This is an optimization exercise on Yosys and OpenROAD, whose aim is small area, a short achievable clock period and few clock cycles, not a production implementation. The RTL was checked by simulation tests, not by an equivalence proof against the original design. Power figures rest on the tool's default switching activity, not on a simulated workload.

`flow/design.v`:
```
`timescale 1ns / 1ps
`default_nettype none
package sfip_pkg;
  localparam int unsigned DEPTH    = 64;
  localparam int unsigned ENTRIES  = DEPTH - 1;
  localparam int unsigned ID_WIDTH = 16;
  localparam int unsigned IDX_W    = (DEPTH > 2) ? $clog2(DEPTH) : 1;
  localparam int unsigned ID_IO_W     = 16;
  localparam int unsigned COUNT_OUT_W = 6;
  localparam logic [IDX_W-1:0] COUNT_MAX = IDX_W'(DEPTH - 1);
  typedef enum logic {
    FUNC_RELEASE  = 1'b0,
    FUNC_ALLOCATE = 1'b1
  } func_e;
  typedef enum logic [1:0] {
    STATUS_OK    = 2'd0,
    STATUS_FULL  = 2'd1,
    STATUS_EMPTY = 2'd2
  } status_e;
  typedef struct packed {
    func_e              func;
    logic [ID_IO_W-1:0] id_in;
  } in_t;
  typedef struct packed {
    status_e                status;
    logic [ID_IO_W-1:0]     id_out;
    logic [COUNT_OUT_W-1:0] count;
  } out_t;
endpackage
`default_nettype wire
`timescale 1ns / 1ps
`default_nettype none
module sfip_mem (
  input  wire logic                                           clk_i,
  input  wire logic                                           rst_ni,
  input  wire logic                                           ins_i,
  input  wire logic                                           rem_i,
  input  wire logic [sfip_pkg::ENTRIES-1:0]                   sel_i,
  input  wire logic [sfip_pkg::ID_WIDTH-1:0]                  wdata_i,
  output logic      [sfip_pkg::ENTRIES-1:0][sfip_pkg::ID_WIDTH-1:0] data_o,
  output logic      [sfip_pkg::ENTRIES-1:0]                   valid_o
);
  localparam int unsigned N = sfip_pkg::ENTRIES;
  logic [N-1:0][sfip_pkg::ID_WIDTH-1:0] data_q;
  logic [N-1:0]                         valid_q;
  for (genvar i = 0; i < N; i++) begin : g_entry
    logic up, put;
    if (i == 0) begin : g_lo
      assign up = 1'b0;
    end else begin : g_hi
      assign up = ins_i && sel_i[i-1];
    end
    assign put = ins_i && sel_i[i];
    always_ff @(posedge clk_i or negedge rst_ni) begin
      if (!rst_ni) begin
        valid_q[i] <= 1'b0;
      end else if (rem_i) begin
        valid_q[i] <= (i + 1 < N) ? valid_q[(i + 1 < N) ? i + 1 : i] : 1'b0;
      end else if (put) begin
        valid_q[i] <= up ? valid_q[(i > 0) ? i - 1 : 0] : 1'b1;
      end
    end
    always_ff @(posedge clk_i) begin
      if (rem_i) begin
        if (i + 1 < N) data_q[i] <= data_q[(i + 1 < N) ? i + 1 : i];
      end else if (put) begin
        data_q[i] <= up ? data_q[(i > 0) ? i - 1 : 0] : wdata_i;
      end
    end
  end
  assign data_o  = data_q;
  assign valid_o = valid_q;
endmodule
`default_nettype wire
`timescale 1ns / 1ps
`default_nettype none
module sorted_free_id_pool_core (
  input  wire logic           clk_i,
  input  wire logic           rst_ni,
  input  wire logic           in_valid_i,
  output logic                in_stall_o,
  input  wire logic [16:0]    in_data_i,
  output logic                out_valid_o,
  input  wire logic           out_stall_i,
  output logic [23:0]         out_data_o
);
  localparam int unsigned N = sfip_pkg::ENTRIES;
  localparam int unsigned W = sfip_pkg::ID_WIDTH;
  sfip_pkg::in_t in_data;
  assign in_data = sfip_pkg::in_t'(in_data_i);
  logic hold;
  logic                      ir_v_q;
  sfip_pkg::func_e           ir_f_q;
  logic [W-1:0]              ir_x_q;
  always_ff @(posedge clk_i or negedge rst_ni) begin
    if (!rst_ni) begin
      ir_v_q <= 1'b0;
    end else if (!hold) begin
      ir_v_q <= in_valid_i;
    end
  end
  always_ff @(posedge clk_i) begin
    if (!hold) begin
      ir_f_q <= in_data.func;
      ir_x_q <= W'(in_data.id_in);
    end
  end
  logic                      op_ins_q, op_rem_q;
  logic [N-1:0]              sel_q;
  logic [W-1:0]              op_x_q;
  logic [N-1:0][W-1:0]       data;
  logic [N-1:0]              valid;
  sfip_mem u_mem (
    .clk_i   (clk_i),
    .rst_ni  (rst_ni),
    .ins_i   (op_ins_q && !hold),
    .rem_i   (op_rem_q && !hold),
    .sel_i   (sel_q),
    .wdata_i (op_x_q),
    .data_o  (data),
    .valid_o (valid)
  );
  logic [N:0]   ge;
  logic         x_ge;      
  logic [N-1:0] sel_d;
  for (genvar i = 0; i < N; i++) begin : g_cmp
    assign ge[i] = !valid[i] || (data[i] >= ir_x_q);
  end
  assign ge[N] = 1'b1;
  assign x_ge  = (op_x_q >= ir_x_q);
  for (genvar i = 0; i < N; i++) begin : g_sel
    if (i == 0) begin : g_lo
      assign sel_d[i] = op_rem_q ? ge[i+1] :
                        (op_ins_q && sel_q[i]) ? x_ge : ge[i];
    end else begin : g_hi
      assign sel_d[i] = op_rem_q ? ge[i+1] :
                        (op_ins_q && sel_q[i-1]) ? ge[i-1] :
                        (op_ins_q && sel_q[i]) ? x_ge : ge[i];
    end
  end
  logic [5:0] cnt_q;
  logic       full, empty, adv;
  assign full  = (cnt_q == 6'(sfip_pkg::COUNT_MAX));
  assign empty = (cnt_q == '0);
  assign adv   = !hold;
  logic                      op_v_q;
  sfip_pkg::func_e           op_f_q;
  always_ff @(posedge clk_i or negedge rst_ni) begin
    if (!rst_ni) begin
      op_v_q   <= 1'b0;
      op_ins_q <= 1'b0;
      op_rem_q <= 1'b0;
      cnt_q    <= '0;
    end else if (adv) begin
      op_v_q   <= ir_v_q;
      op_ins_q <= ir_v_q && (ir_f_q == sfip_pkg::FUNC_RELEASE) && !full;
      op_rem_q <= ir_v_q && (ir_f_q == sfip_pkg::FUNC_ALLOCATE) && !empty;
      if (ir_v_q) begin
        if (ir_f_q == sfip_pkg::FUNC_RELEASE) begin
          if (!full) cnt_q <= cnt_q + 6'd1;
        end else begin
          if (!empty) cnt_q <= cnt_q - 6'd1;
        end
      end
    end
  end
  always_ff @(posedge clk_i) begin
    if (adv) begin
      op_f_q <= ir_f_q;
      op_x_q <= ir_x_q;
      sel_q  <= sel_d;
    end
  end
  sfip_pkg::out_t res;
  always_comb begin
    res.count  = sfip_pkg::COUNT_OUT_W'(cnt_q);
    res.id_out = op_rem_q ? sfip_pkg::ID_IO_W'(data[0]) : '0;
    if (op_f_q == sfip_pkg::FUNC_RELEASE) begin
      res.status = op_ins_q ? sfip_pkg::STATUS_OK : sfip_pkg::STATUS_FULL;
    end else begin
      res.status = op_rem_q ? sfip_pkg::STATUS_OK : sfip_pkg::STATUS_EMPTY;
    end
  end
  logic           out_v_q, skid_v_q, push;
  sfip_pkg::out_t out_q, skid_q;
  assign push = op_v_q && !hold;
  assign hold = skid_v_q;
  always_ff @(posedge clk_i or negedge rst_ni) begin
    if (!rst_ni) begin
      out_v_q  <= 1'b0;
      skid_v_q <= 1'b0;
    end else if (out_v_q && out_stall_i) begin
      skid_v_q <= skid_v_q || push;
    end else begin
      out_v_q  <= skid_v_q || push;
      skid_v_q <= 1'b0;
    end
  end
  always_ff @(posedge clk_i) begin
    if (out_v_q && out_stall_i) begin
      if (!skid_v_q) skid_q <= res;
    end else begin
      out_q <= skid_v_q ? skid_q : res;
    end
  end
  assign in_stall_o  = hold;
  assign out_valid_o = out_v_q;
  assign out_data_o  = out_q;
endmodule
`default_nettype wire
```
`flow/constraint.sdc`:
```
create_clock -name core_clock -period 5.0 [get_ports {clk_i}]
set_input_delay 1.0000 -clock core_clock [delete_from_list [all_inputs] [get_ports {clk_i}]]
set_output_delay 1.0000 -clock core_clock [all_outputs]
set_load 0.01 [all_outputs]
```
`flow/config.mk`:
```
export PLATFORM = sky130hd
export DESIGN_NAME = sorted_free_id_pool_core
export DESIGN_NICKNAME = sorted_free_id_pool_core
export VERILOG_FILES = /design/flow/design.v
export SDC_FILE = /design/flow/constraint.sdc
export NUM_CORES = 4
export LEC_CHECK = 0
export CAP_MARGIN = 20
export CORE_MARGIN = 2
export CORE_UTILIZATION = 40
export SLEW_MARGIN = 20
```
`flow/run.sh`:
```
#!/bin/bash
# synth_recipe.tcl (not shown) runs the flow's synth.tcl, then flattens the netlist and writes it again
# the make line also repeats each setting of config.mk as NAME=value (left out here)
make -C /OpenROAD-flow-scripts/flow DESIGN_CONFIG=/design/flow/config.mk WORK_HOME=/design/flow/orfs CLKGATE_MAP_FILE= SYNTH_SCRIPT=/design/flow/synth_recipe.tcl finish
```
==> results of run 1 <==
-- flip-flops by register name, summed over array words and instances, names as in the netlist, 6 cells and up --
name,flops
cnt_q,6
op_x_q,16
u_mem.valid_q,63
u_mem.data_q,1008
out_q,24
skid_q,24
ir_x_q,16
sel_q,63
-- critical path: stages (launching register included) --
cell and delay [ns]:
edfxtp_1 0.43, inv_4 0.45, buf_4 0.71, ha_1 0.36, o21ai_0 0.16, nor3_1 0.06
o311ai_0 0.64, o2111ai_1 0.34, a32oi_1 0.28, o211ai_1 0.10
-- per-layer routing --
layer  vias up  track usage, %  wire (microns)
li1      30162               -               -
met1     32739           35.50          120800
met2      2889           41.04          127300
met3       691           3.987           21590
met4         0           11.43           13800
met5         -               0               0
-- cell families after synthesis --
kind of cell	after synthesis	synth area share, %
AOI/OAI and AO/OA	2006	13.93
xor gates and xnor gates	5	0.05221
adders and majority gates	1029	15.36
buffers and inverters	633	3.275
DFF	1228	43.52
muxes	1003	12.01
and+or+nand+nor	2202	11.85
-- cells in the final DEF (no fill, tap or decap), types with 14 or more instances in the layout --
cell type        instances
o21ai_0               1169
inv_1                   91
clkinv_1                14
o2111ai_1               36
mux2_2                  23
nand3b_1                39
a31o_2                  25
nand2b_1                68
o311ai_0                26
nand3_1                 95
o211ai_1                47
a2111oi_0               39
clkbuf_1                49
o22ai_1                 16
o31ai_1                 70
nor2_1                 142
buf_4                  148
clkinv_2                19
mux2i_1                980
inv_4                   15
nand4_1                 73
nand2_1               1404
a21oi_1                300
a22o_1                  19
nor3_1                 175
clkbuf_16              147
clkdlybuf4s50_1         45
a211oi_1                59
a32oi_1                 39
ha_1                  1028
edfxtp_1              1153
dfrtp_1                 72
nand2_4                 47
buf_12                  23
a21o_1                  77
nor3b_1                 16
and3_1                  15
clkbuf_8                16
nor2b_1                 64
-- worst paths after layout --
check                      startpoint                end  slack [ns]  depth (start not counted)
max reg2reg                 ir_x_q[3]          sel_q[17]        0.98                          9
min in group core_clock        op_v_q             op_v_q        0.49                          2
max                         ir_x_q[3]          sel_q[17]        0.98                          9
min                            rst_ni             op_v_q        0.26                          1
min reg2reg                    op_v_q             op_v_q        0.49                          2
max in group asynchronous      rst_ni  u_mem.valid_q[30]        3.75                          2
-- area by class of cell --
class                           instances  area share, %
Multi-Input combinational cell       6245          48.70
Sequential cell                      1228          39.82
Clock buffer                          212          4.453
Tap cell                             2805          3.828
Timing Repair Buffer                  216          2.205
Clock inverter                         50         0.5022
Inverter                              108         0.4886
Antenna cell                            1       0.002729
-- per-stage QoR --
stage               instances  power (mW)
finish                  10865       71.39
global route            10865       76.13
CTS                     10864       70.85
detailed placement      10602       60.24
global placement        10602       58.99
floorplan                8106       47.20
-- power breakdown --
group / internal (mW) / switching [mW] / leakage (nW)
clock network: 6.02 / 4.54 / 2.21
registers: 20.5 / 6.82 / 11.9
logic: 12.4 / 21.1 / 25.6
total: 38.9 / 32.5 / 39.7
-- synthesized netlist by cell type, types with 75 or more instances --
cell      number  area [sq um]
edfxtp_1    1153         34620
clkbuf_1     283          1062
nor3_1       176         880.8
a21o_1        77         578.1
nand3_1       95         475.5
nand2_1     1405          5274
ha_1        1028         12860
a21oi_1      300          1501
mux2i_1      980          9809
o21ai_0     1169          5851
inv_1        108         405.4
buf_2        136         680.7
nor2_1       142         533.0
dfrtp_1       75          1877
==> out/summary.log, run 1 <==
[cts] number of gates resized after CTS 0
[cts] number of buffers inserted by hold repair at cts 0
[timing] accumulated negative setup slack 0 ns
[setup_path] worst endpoint required time 5.50 ns
[final_layout] number of fill cells in the layout 19.81k
[power] leakage 39.75 nW
[floorplanning] total I/O pin count 47
[final_layout] end-of-flow core utilization 43.88%
[cts] post-CTS setup buffer count 0
[timing] post-layout minimum cycle time 4.018 ns
[logic_synthesis] mean area per synthesized cell 10.35 sq um
[logic_synthesis] netlist area before placement 83870 sq um
[routing] antenna-violating nets left 0
[grt] pin count of the biggest net entering global routing 201
[grt] number of antenna violations at the first check in global routing 2
[power] worst vdd ir 0.4644 mV
[setup_path] kind of start point of the critical path flip-flop
[routing] detailed-route wire length per cell 26.09 microns
[final_layout] area growth from synthesis to layout 9.321%
[timing] max-slew headroom at the worst pin 23.01%
[grt] vias in the first global route 65.57k
[timing] share of the clock period used by the worst path 80.36%
[logic_synthesis] number of library cell types mapped by synthesis 80
[logic_synthesis] count of flip-flops with a built-in enable after synthesis 1153
[setup_path] data arrival time of the worst path 4.52 ns
[cts] CTS tree built
[routing] Residual DRC 0
[timing] post-route worst hold slack 0.2616 ns
[cts] clock root buffer clkbuf_16
[place] dpl cell area 87140 sq um
[timing] unrepaired setup endpoints after global routing no
[setup_path] crit end category flip-flop
[timing] Worst Slack Setup Final 0.9821 ns
[place] count of port buffers added during placement 46
[final_layout] layout net count 8993
[timing] skew final 0.03681 ns
[routing] total number of vias 66.48k
[timing] Max Clk Rate 248.9 MHz
[final_layout] fin area 91680 sq um
[cts] clock buffer count from CTS 144
[cts] H-tree depth 4
[logic_synthesis] Post-Syn Nets 9156
[logic_synthesis] share of flip-flops with an asynchronous set or reset 6.107%
[routing] router iterations before antenna repair 6
[timing] final hold vios 0
[floorplanning] starting density of the core 40.14%
[final_layout] fraction of final layout cells sized beyond drive strength 1 6.341%
[setup_path] category of the most critical setup path flip-flop to flip-flop
[grt] overflow left after global routing 0
[final_layout] flip-flop and latch area 36510 sq um
[run] Maximum Capacitance Violations 0
[cts] buffers from clock root to sink, at most 3
[logic_synthesis] Top FF cell, synth edfxtp_1
[power] Cell Pwr Density 778.6 nW/um^2
[cts] total clock sinks 1228
[grt] first-pass GRT wire length 423000 microns
[timing] Slew Viols, Final 0
[floorplanning] Chip Height 461.9 microns
[logic_synthesis] number of synthesized register bits 1228
[logic_synthesis] share of the yosys chip area belonging to registers 43.52%
[logic_synthesis] warnings from Yosys 2
[timing] actual transition at the worst max-transition pin 1.155 ns
[logic_synthesis] post-synthesis cell count 8106
[routing] drt via density 6.119
[run_status] outcome no timing/DRC/antenna violations
[cts] later-pin clock latency in the skew report 0.81 ns
[place] global placer's final weighted congestion 0.9186
[floorplanning] core area 208900 sq um
[final_layout] area used by multi-input combinational logic 44650 sq um
[timing] # setup viols final 0
[routing] routed wire length 283500 microns
[place] placement-stage worst setup slack 1.231 ns
[cts] clock input transition at the sequential cells of the worst setup and hold paths 0.06 ns
[place] HPWL after detailed placement 190400 microns
[hold_path] worst min path class primary input to async pin
[grt] GR Util All Layers 26.08%
[routing] drt first-iter violations 7696
[floorplanning] number of core rows 168
[floorplanning] horizontal extent of the die 461.9 microns
[floorplanning] full die area 213300 sq um
[setup_path] largest fanout on the critical path 37
Testbench counts, summed over its fixed seeds: cycles 6,424.
==> inputs of run 2 (changes only) <==
--- a/flow/design.v
+++ b/flow/design.v
@@ -105,80 +105,46 @@
       ir_x_q <= W'(in_data.id_in);
     end
   end
-  logic                      op_ins_q, op_rem_q;
-  logic [N-1:0]              sel_q;
-  logic [W-1:0]              op_x_q;
   logic [N-1:0][W-1:0]       data;
   logic [N-1:0]              valid;
+  logic [N-1:0]              ge;
+  logic [5:0]                cnt_q, cnt_d;
+  logic                      full, empty, ins, rem;
+  for (genvar i = 0; i < N; i++) begin : g_cmp
+    assign ge[i] = !valid[i] || (data[i] >= ir_x_q);
+  end
+  assign full  = (cnt_q == 6'(sfip_pkg::COUNT_MAX));
+  assign empty = (cnt_q == '0);
+  assign ins   = ir_v_q && (ir_f_q == sfip_pkg::FUNC_RELEASE) && !full;
+  assign rem   = ir_v_q && (ir_f_q == sfip_pkg::FUNC_ALLOCATE) && !empty;
   sfip_mem u_mem (
     .clk_i   (clk_i),
     .rst_ni  (rst_ni),
-    .ins_i   (op_ins_q && !hold),
-    .rem_i   (op_rem_q && !hold),
-    .sel_i   (sel_q),
-    .wdata_i (op_x_q),
+    .ins_i   (ins && !hold),
+    .rem_i   (rem && !hold),
+    .sel_i   (ge),
+    .wdata_i (ir_x_q),
     .data_o  (data),
     .valid_o (valid)
   );
-  logic [N:0]   ge;
-  logic         x_ge;      
-  logic [N-1:0] sel_d;
-  for (genvar i = 0; i < N; i++) begin : g_cmp
-    assign ge[i] = !valid[i] || (data[i] >= ir_x_q);
-  end
-  assign ge[N] = 1'b1;
-  assign x_ge  = (op_x_q >= ir_x_q);
-  for (genvar i = 0; i < N; i++) begin : g_sel
-    if (i == 0) begin : g_lo
-      assign sel_d[i] = op_rem_q ? ge[i+1] :
-                        (op_ins_q && sel_q[i]) ? x_ge : ge[i];
-    end else begin : g_hi
-      assign sel_d[i] = op_rem_q ? ge[i+1] :
-                        (op_ins_q && sel_q[i-1]) ? ge[i-1] :
-                        (op_ins_q && sel_q[i]) ? x_ge : ge[i];
+  assign cnt_d = ins ? cnt_q + 6'd1 : rem ? cnt_q - 6'd1 : cnt_q;
+  always_ff @(posedge clk_i or negedge rst_ni) begin
+    if (!rst_ni) begin
+      cnt_q <= '0;
+    end else if (!hold) begin
+      cnt_q <= cnt_d;
     end
   end
-  logic [5:0] cnt_q;
-  logic       full, empty, adv;
-  assign full  = (cnt_q == 6'(sfip_pkg::COUNT_MAX));
-  assign empty = (cnt_q == '0);
-  assign adv   = !hold;
-  logic                      op_v_q;
-  sfip_pkg::func_e           op_f_q;
-  always_ff @(posedge clk_i or negedge rst_ni) begin
-    if (!rst_ni) begin
-      op_v_q   <= 1'b0;
-      op_ins_q <= 1'b0;
-      op_rem_q <= 1'b0;
-      cnt_q    <= '0;
-    end else if (adv) begin
-      op_v_q   <= ir_v_q;
-      op_ins_q <= ir_v_q && (ir_f_q == sfip_pkg::FUNC_RELEASE) && !full;
-      op_rem_q <= ir_v_q && (ir_f_q == sfip_pkg::FUNC_ALLOCATE) && !empty;
-      if (ir_v_q) begin
-        if (ir_f_q == sfip_pkg::FUNC_RELEASE) begin
-          if (!full) cnt_q <= cnt_q + 6'd1;
-        end else begin
-          if (!empty) cnt_q <= cnt_q - 6'd1;
-        end
-      end
-    end
-  end
-  always_ff @(posedge clk_i) begin
-    if (adv) begin
-      op_f_q <= ir_f_q;
-      op_x_q <= ir_x_q;
-      sel_q  <= sel_d;
-    end
-  end
+  logic op_v_q;
+  assign op_v_q = ir_v_q;
   sfip_pkg::out_t res;
   always_comb begin
-    res.count  = sfip_pkg::COUNT_OUT_W'(cnt_q);
-    res.id_out = op_rem_q ? sfip_pkg::ID_IO_W'(data[0]) : '0;
-    if (op_f_q == sfip_pkg::FUNC_RELEASE) begin
-      res.status = op_ins_q ? sfip_pkg::STATUS_OK : sfip_pkg::STATUS_FULL;
+    res.count  = sfip_pkg::COUNT_OUT_W'(cnt_d);
+    res.id_out = rem ? sfip_pkg::ID_IO_W'(data[0]) : '0;
+    if (ir_f_q == sfip_pkg::FUNC_RELEASE) begin
+      res.status = ins ? sfip_pkg::STATUS_OK : sfip_pkg::STATUS_FULL;
     end else begin
-      res.status = op_rem_q ? sfip_pkg::STATUS_OK : sfip_pkg::STATUS_EMPTY;
+      res.status = rem ? sfip_pkg::STATUS_OK : sfip_pkg::STATUS_EMPTY;
     end
   end
   logic           out_v_q, skid_v_q, push;
==> run 2 against run 1 <==
Still clean on timing, DRC and antenna. Wire length down 5.9%. Power decreased by 39%. Global-route usage is 0.23 points higher. Count of clock-buffer cells in the layout decreased by 41. Sequential share of layout area rose by 0.55 points. Non-clock buffer count is 64 higher. Combinational power fell by 52%. Critical path depth unchanged. Maximum frequency fell by 1.2%. Synthesized cell count down 14%. Worst setup slack worse by 0.050 ns. Largest power group is now sequential cells.
==> out/summary.log, run 2 <==
[run_status] outcome no timing/DRC/antenna violations
[setup_path] data arrival time of the worst path 4.49 ns [-0.03 ns]
[final_layout] largest registers ranked by flip-flop count u_mem.data_q x1008, u_mem.valid_q x63
[grt] met3 layer usage reported by global route 4.519% [+0.53 points]
[timing] Slew Viols, Final 0 [unchanged]
[logic_synthesis] post-synthesis cell count 6956 [-14%]
[setup_path] library cell contributing the largest single delay on the critical path buf_4
[cts] CTS tree built
[place] dpl cell area 79820 sq um [-8.4%]
[final_layout] number of fill cells in the layout 17.43k [-12%]
[timing] Worst Slack Setup Final 0.9321 ns [-0.05005 ns]
[setup_path] crit end category flip-flop
[run] Maximum Capacitance Violations 0 [unchanged]
[routing] drt via density 6.726 [+9.9%]
[final_layout] register name with the most flops u_mem.data_q
[logic_synthesis] Top FF cell, synth edfxtp_1
[floorplanning] number of core rows 160 [-4.8%]
[timing] Max Clk Rate 245.8 MHz [-1.2%]
[logic_synthesis] netlist area before placement 76690 sq um [-8.6%]
[final_layout] fraction of final layout cells sized beyond drive strength 1 9.564% [+3.2 points]
[logic_synthesis] share of flip-flops with an asynchronous set or reset 6.288% [+0.18 points]
[cts] later-pin clock latency in the skew report 0.80 ns [about the same]
[setup_path] largest fanout on the critical path 31 [-16%]
[setup_path] origin of the worst setup path ir_x_q[10]
[setup_path] setup slack on the worst flop-to-flop path 0.93 ns [-0.05 ns]
[logic_synthesis] top area cells in the synthesized netlist edfxtp_1, ha_1, a221o_1
[final_layout] most common library cell in the layout ignoring fill and taps edfxtp_1
[logic_synthesis] number of library cell types mapped by synthesis 72 [-10%]
[routing] routed wire length 266800 microns [-5.9%]
[grt] highest-utilization routing layer at the global route stage met2
[cts] number of buffers inserted by hold repair at cts 0 [unchanged]
[grt] met1 GRT Util 36.47% [+0.97 points]
[cts] clock buffer count from CTS 137 [-4.9%]
[cts] post-CTS setup buffer count 0 [unchanged]
[final_layout] max reg flops 1008 [unchanged]
[logic_synthesis] cell taking the most area after synthesis edfxtp_1
[routing] router iterations before antenna repair 9 [+3]
[logic_synthesis] Post-Syn Nets 7988 [-13%]
[cts] clock input transition at the sequential cells of the worst setup and hold paths 0.06 ns [about the same]
[final_layout] area growth from synthesis to layout 9.889%
[timing] share of the clock period used by the worst path 81.36% [+1.0 points]
[power] leakage 33.25 nW [-16%]
[setup_path] destination of the critical timing path u_mem.data_q[348]
[grt] met2 Usage GRT 40.51% [-0.53 points]
[grt] pin count of the biggest net entering global routing 105 [-48%]
[grt] overflow left after global routing 0 [unchanged]
[final_layout] leading cell types in the layout, fill and taps excluded edfxtp_1, a21oi_1, ha_1
[setup_path] worst endpoint required time 5.43 ns [-0.07 ns]
[cts] clock root buffer clkbuf_16
[floorplanning] core area 190400 sq um [-8.9%]
[logic_synthesis] count of flip-flops with a built-in enable after synthesis 1073 [-6.9%]
[logic_synthesis] most frequent cell after synthesis edfxtp_1
[floorplanning] total I/O pin count 47 [unchanged]
[setup_path] capturing point of the worst reg2reg path u_mem.data_q[348]
[cts] buffers from clock root to sink, at most 3 [unchanged]
[setup_path] category of the most critical setup path flip-flop to flip-flop
[timing] accumulated negative setup slack 0 ns [unchanged]
[timing] max-slew headroom at the worst pin 20.34% [-2.7 points]
[place] global placer's final weighted congestion 0.9103 [-0.90%]
[timing] unrepaired setup endpoints after global routing no
[final_layout] area used by multi-input combinational logic 39630 sq um [-11%]
[setup_path] path depth of the worst reg2reg path 9 [unchanged]
[cts] total clock sinks 1145 [-6.8%]
[setup_path] Max stage delay on crit path 0.56 ns [-0.15 ns]
[setup_path] cell class contributing the biggest share of worst-path delay simple AND/OR/NAND/NOR gates
[floorplanning] starting density of the core 40.28% [+0.14 points]
[logic_synthesis] commonest cells in the netlist edfxtp_1, a21oi_1, ha_1
[place] HPWL after detailed placement 180300 microns [-5.3%]
[grt] first-pass GRT wire length 396100 microns [-6.4%]
[grt] vias in the first global route 59.73k [-8.9%]
[power] worst vdd ir 0.3692 mV [-21%]
[timing] skew final 0.03720 ns [+0.0003825 ns]
[timing] post-layout minimum cycle time 4.068 ns [+0.05005 ns]
[place] count of port buffers added during placement 46 [unchanged]
[logic_synthesis] share of the yosys chip area belonging to registers 44.36% [+0.84 points]
[floorplanning] horizontal extent of the die 441.9 microns [-4.3%]
[logic_synthesis] mean area per synthesized cell 11.02 sq um [+6.6%]
[setup_path] total stage count of the critical path 9 [unchanged]
[logic_synthesis] warnings from Yosys 2 [unchanged]
[final_layout] flip-flop and latch area 34020 sq um [-6.8%]
[setup_path] buffers plus inverters on the worst setup path 3 [+1]
[setup_path] kind of start point of the critical path flip-flop
[routing] drt first-iter violations 7893 [+2.6%]
[logic_synthesis] share of the synthesized area in the top cell type 42.01% [+0.73 points]
[floorplanning] full die area 195200 sq um [-8.5%]
[hold_path] worst min path class primary input to async pin
[place] placement-stage worst setup slack 1.040 ns [-0.1906 ns]
[cts] number of gates resized after CTS 0 [unchanged]
[final_layout] diodes inserted 0 [-1]
[routing] Residual DRC 0 [unchanged]
[timing] final hold vios 0 [unchanged]
[final_layout] layout net count 7828 [-13%]
[final_layout] end-of-flow core utilization 44.27% [+0.39 points]
[grt] number of antenna violations at the first check in global routing 0 [-2]
[power] Cell Pwr Density 519.3 nW/um^2 [-33%]
[logic_synthesis] number of synthesized register bits 1145 [-6.8%]
[floorplanning] Chip Height 441.9 microns [-4.3%]
[timing] # setup viols final 0 [unchanged]
[setup_path] crit path cell chain inv_4 -> buf_4 -> ha_1 -> nand4_1 -> or2_2 -> o221ai_1 -> buf_4 -> and2_1 -> or2_2
[timing] actual transition at the worst max-transition pin 1.195 ns [+0.03995 ns]
[routing] antenna-violating nets left 0 [unchanged]
[routing] total number of vias 63.38k [-4.7%]
[final_layout] fin area 84270 sq um [-8.1%]
[cts] H-tree depth 4 [unchanged]
[setup_path] launching point of the worst reg2reg path ir_x_q[10]
[grt] GR Util All Layers 26.31% [+0.23 points]
[routing] detailed-route wire length per cell 28.31 microns [+8.5%]
-- run 2: where the power goes --
group	internal, mW	switching (mW)
Combinational	6.14	9.90
Clock	5.86	4.31
Sequential	14.4	3.18
Total	26.4	17.4
-- run 2: worst min path at each step --
stage	slack (ns)	end	start	depth (start not counted)
after floorplan	0.49	u_mem.valid_q[61]	u_mem.valid_q[62]	2
after global placement	0.52	out_v_q	ir_v_q	2
after detailed placement	0.54	out_v_q	ir_v_q	2
after CTS	0.29	u_mem.valid_q[26]	rst_ni	1
after global routing	0.33	u_mem.valid_q[26]	rst_ni	1
final	0.30	u_mem.valid_q[26]	rst_ni	1
-- run 2: worst register-to-register path, stage by stage (launching register included) --
cell      delay [ns]
edfxtp_1        0.43
inv_4           0.51
buf_4           0.59
ha_1            0.26
nand4_1         0.09
or2_2           0.27
o221ai_1        0.20
buf_4           0.26
and2_1          0.55
or2_2           0.52
-- run 2: through the flow --
| step | cells | total power, mW | hold WS (ns) |
|---|---|---|---|
| floorplan | 6956 | 27.15 | 0.4869 |
| global placement | 9168 | 32.70 | 0.5238 |
| detailed placement | 9168 | 33.30 | 0.5353 |
| CTS | 9422 | 43.45 | 0.2939 |
| global route | 9422 | 46.01 | 0.3283 |
| finish | 9422 | 43.76 | 0.3039 |
-- run 2: area by class of cell --
type                            count  area share [%]
Multi-Input combinational cell   5126           47.02
Sequential cell                  1145           40.37
Clock buffer                      171           4.369
Tap cell                         2511           3.728
Timing Repair Buffer              280           3.088
Clock inverter                     83          0.9012
Inverter                          106          0.5167
-- run 2: layer usage --
| metal | routed length (microns) | part of all wire [%] |
|---|---|---|
| met5 | 0 | 0 |
| met4 | 11870 | 4.4 |
| met3 | 24950 | 9.4 |
| met2 | 118200 | 44 |
| met1 | 111700 | 42 |
-- run 2: cells by family after synthesis --
| kind of cell | synth area share (%) |
|---|---|
| mux | 1.113 |
| simple gates | 6.983 |
| fa+ha+maj | 16.49 |
| flops | 44.36 |
| xor+xnor | 0.1142 |
| buf+inv | 4.134 |
| compound gates | 26.80 |
Testbench counts of run 2, summed over its fixed seeds: cycles 6,416.

==> what the ideal ports hide <==
The flow's constraints put no driver on any port. The routed layouts listed below were extracted and timed again, unchanged, in two steps. Step 1 assumes that a clkbuf_16 drives the clock port and a buf_2 every other input. Step 2 also shifts input and output timing later by t, the mid clock arrival at the registers, as if the neighbouring blocks saw the same clock. Slacks: ideal ports / drivers / drivers and shift; pairs: ideal ports / drivers.
| run | shift t [ns] | setup slack, ns | worst hold slack (ns) |
|---|---|---|---|
| run 1 | 0.876 | 0.982 / 0.982 / 0.982 | 0.262 / 0.212 / 0.493 |
| run 2 | 0.873 | 0.932 / 0.932 / 0.932 | 0.304 / 0.247 / 0.543 |
After both steps setup and hold are still met in every run listed.
